Context: an optimization exercise on an open-source flow, tuned for small area. The choices shown serve that exercise and are no tape-out recipe.
In this exercise RTL edits were held to simulation tests only and were not proved equivalent to the original.
Power and IR drop assume default switching activity.

## ember
// sidAudioPath
module sidAudioPath (
  input  logic                   clk,
  input  logic                   rst,
  input  logic                   sampleValid,
  input  sidPkg::voice_t         voice0,
  input  sidPkg::voice_t         voice1,
  input  sidPkg::voice_t         voice2,
  input  logic [7:0]             env0,
  input  logic [7:0]             env1,
  input  logic [7:0]             env2,
  input  logic [3-1:0] filterRoute,
  input  sidPkg::filterMode_t    mode,
  input  logic [15:0]            coef,
  input  logic [3:0]             volume,
  output sidPkg::sample_t        audioOut,
  output logic                   audioValid
);
Size: roughly 660 cells after synthesis, about 120 flip-flops.
export LEC_CHECK = 0
export CAP_MARGIN = 0
export CORE_MARGIN = 2
export CORE_UTILIZATION = 40
export GPL_TIMING_DRIVEN = 0
export SLEW_MARGIN = 0
create_clock -name core_clock -period 25.0 [get_ports {clk}]
standard.sh (not shown) runs the stock make flow with config.mk's settings and CLKGATE_MAP_FILE= SYNTH_SCRIPT=/design/flow/synth_recipe.tcl, a recipe that flattens the netlist after the stock synthesis.
==> flow/flow/run.sh <==
#!/bin/bash
# Standard ORFS layout (standard.sh) with two placement/CTS arguments changed:
#  - port buffers use the smallest buffer, sky130_fd_sc_hd__buf_1 (every port is still buffered)
#  - clock tree synthesis with a clkbuf_8 root, clkbuf_4 leaves and no dummy loads
set -euo pipefail
export BUFFER_PORTS_ARGS="-buffer_cell sky130_fd_sc_hd__buf_1"
export CTS_ARGS="-sink_clustering_enable -repair_clock_nets -root_buf sky130_fd_sc_hd__clkbuf_8 -buf_list sky130_fd_sc_hd__clkbuf_4 -dont_use_dummy_load"
bash standard.sh finish > flow_make.log 2>&1
The inputs of willow differ from those of ember as listed below.
Settings: clearing GPL_TIMING_DRIVEN, which used to be 0; putting CTS_BUF_LIST at sky130_fd_sc_hd__clkbuf_4 where nothing was set.
Notes after the runs:
- willow finished all stages; the layout is clean.
- willow has routing usage on met1 below what ember had.
- On largest driver fanout on the critical path, the lower figure sits with ember, not willow.
- Per the comparison of willow with ember, non-clock buffer count went down; first-pass GRT wire length went down; minimum period implied by the final worst setup slack went down; combinational share of power went down; hold slack went down.
- willow vs. ember: count of hold buffers inserted by post-cts repair shows no meaningful change; highest ir drop seen on vdd shows an increase of 35%.


build 70:
sidAudioPath, a different RTL version from the one above (not shown whole).
Size: roughly 720 cells after synthesis, roughly 110 I/O pins, ~7100 um2 of cells after synthesis.
clock: 25.0 ns
lec_check: 0
cap_margin: 20
core_margin: 2
core_utilization: 75
place_density: 0.85
slew_margin: 20
run.sh (not shown) runs the stock make flow with config.mk's settings and CLKGATE_MAP_FILE= SYNTH_SCRIPT=/design/flow/synth_recipe.tcl, a recipe that flattens the netlist after the stock synthesis.
Stock flow here: none of the scripts above is used.
No final results exist for build 70, since it was stopped by error GRT-0232 during global routing (5_1_grt).
--- input diff build 70..build 73 ---
==> flow/flow/run.sh (new file) <==
#!/bin/bash
# Standard ORFS layout (standard.sh) with two placement/CTS arguments changed:
#  - port buffers use the smallest buffer, sky130_fd_sc_hd__buf_1 (every port is still buffered)
#  - clock tree synthesis with clkbuf_4 and without dummy loads
set -euo pipefail
export BUFFER_PORTS_ARGS="-buffer_cell sky130_fd_sc_hd__buf_1"
export CTS_ARGS="-sink_clustering_enable -repair_clock_nets -buf_list sky130_fd_sc_hd__clkbuf_4 -dont_use_dummy_load"
bash standard.sh finish > flow_make.log 2>&1
==> flow/standard.sh (new file) <==
#!/bin/bash
# synth_recipe.tcl (not shown) runs the flow's synth.tcl, then flattens the netlist and writes it again
# the make line also repeats each setting of config.mk as NAME=value (left out here)
make -C /OpenROAD-flow-scripts/flow DESIGN_CONFIG=/design/flow/config.mk WORK_HOME=/design/flow/orfs CLKGATE_MAP_FILE= SYNTH_SCRIPT=/design/flow/synth_recipe.tcl "${@:-finish}"
diff --git a/flow/config.mk b/flow/config.mk
--- a/flow/config.mk
+++ b/flow/config.mk
@@ -8 +8 @@
-export CAP_MARGIN = 20
+export CAP_MARGIN = 0
@@ -10,3 +10,3 @@
-export CORE_UTILIZATION = 75
-export PLACE_DENSITY = 0.85
-export SLEW_MARGIN = 20
+export CORE_UTILIZATION = 40
+export CTS_BUF_LIST = sky130_fd_sc_hd__clkbuf_4
+export SLEW_MARGIN = 0
removed: flow/run.sh
Notes after the runs:
- Delta(number of rows created at floorplan, build 73 - build 70) > 0
- Per the final summary, build 73 finished and its layout is clean on timing, DRC and antenna.
- Detailed placer's ending HPWL ended up 11% lower on build 73 than on build 70.
- Build 73 -> build 70: synthesized area delta 0, exact match
- Reported for build 73 and build 70, quantity of I/O buffers inserted on ports turned out identical to the last digit.
- When build 73 is set beside build 70, its post-cts resize count turns out to be 2 smaller.
- Comparing build 73 against build 70, there is no change at all in multiplexer share of the synthesized area.
- Clock sink count delta (build 70 -> build 73): insignificant
Edits applied to the flow inputs when going from build 73 to build 2:
==> flow/run.sh (new file) <==
#!/bin/bash
# synth_recipe.tcl (not shown) runs the flow's synth.tcl, then flattens the netlist and writes it again
# the make line also repeats each setting of config.mk as NAME=value (left out here)
make -C /OpenROAD-flow-scripts/flow DESIGN_CONFIG=/design/flow/config.mk WORK_HOME=/design/flow/orfs CLKGATE_MAP_FILE= SYNTH_SCRIPT=/design/flow/synth_recipe.tcl finish
diff --git a/flow/config.mk b/flow/config.mk
--- a/flow/config.mk
+++ b/flow/config.mk
@@ -8 +8 @@
-export CAP_MARGIN = 0
+export CAP_MARGIN = 20
@@ -11,2 +11 @@
-export CTS_BUF_LIST = sky130_fd_sc_hd__clkbuf_4
-export SLEW_MARGIN = 0
+export SLEW_MARGIN = 20
removed: flow/flow/run.sh
removed: flow/standard.sh
Of build 2 and build 73, the run reporting the lower share of the cycle needed by the critical path after routing was build 73. Time the worst path needs with I/O delays and setup: build 2 and build 73 compared, higher one is build 2. Across both runs, maximum fanout count along the critical path was lower for build 2 than for build 73. The flow did not stop early for build 2: all stages ran, and the layout cleared the timing, DRC and antenna checks.
The inputs of build 20 differ from those of build 2 as listed below.
diff --git a/flow/config.mk b/flow/config.mk
--- a/flow/config.mk
+++ b/flow/config.mk
@@ -8 +8 @@
-export CAP_MARGIN = 20
+export CAP_MARGIN = 0
@@ -11 +11,2 @@
-export SLEW_MARGIN = 20
+export CTS_BUF_LIST = sky130_fd_sc_hd__clkbuf_4
+export SLEW_MARGIN = 0
## What came out
Summary: wire length, build 20 better than build 2. Diff build 2 -> build 20: utilization -1.8 points, share of total power in combinational logic +6.1 points, internal power summed over all cells -17%. Of build 20 and build 2, the lower maximum frequency belongs to build 20. [build 20 vs build 2] register fraction of the total cell area: higher in build 20.

[re-timing with driven ports]
Ports are ideal in the flow. The routed layouts listed here were re-timed in OpenROAD. Step 1 assumes that a clkbuf_16 drives the clock port and a buf_2 every other input. Step 2 times the ports against the registers' clock, not the clock port: input delays grow and output delays shrink by t, the midpoint of the rising clock arrivals with the driver on. Three values: ideal ports, drivers, drivers and shift; two values: the first two.
run	shift t [ns]	setup slack, ns	latest minus earliest clock arrival (ns)
ember	0.438	1.384 / 1.395 / 0.957	0.032 / 0.031
willow	0.443	2.213 / 2.226 / 1.783	0.036 / 0.037
build 73	0.552	1.186 / 1.147 / 1.699	0.048 / 0.048
build 2	0.458	1.009 / 0.968 / 1.426	0.010 / 0.010
build 20	0.575	0.855 / 0.820 / 1.395	0.021 / 0.021
After both steps every run listed still meets setup and hold. The setup slack of willow, which loses most, moves by +0.013 ns with the drivers and by -0.430 ns with both steps.
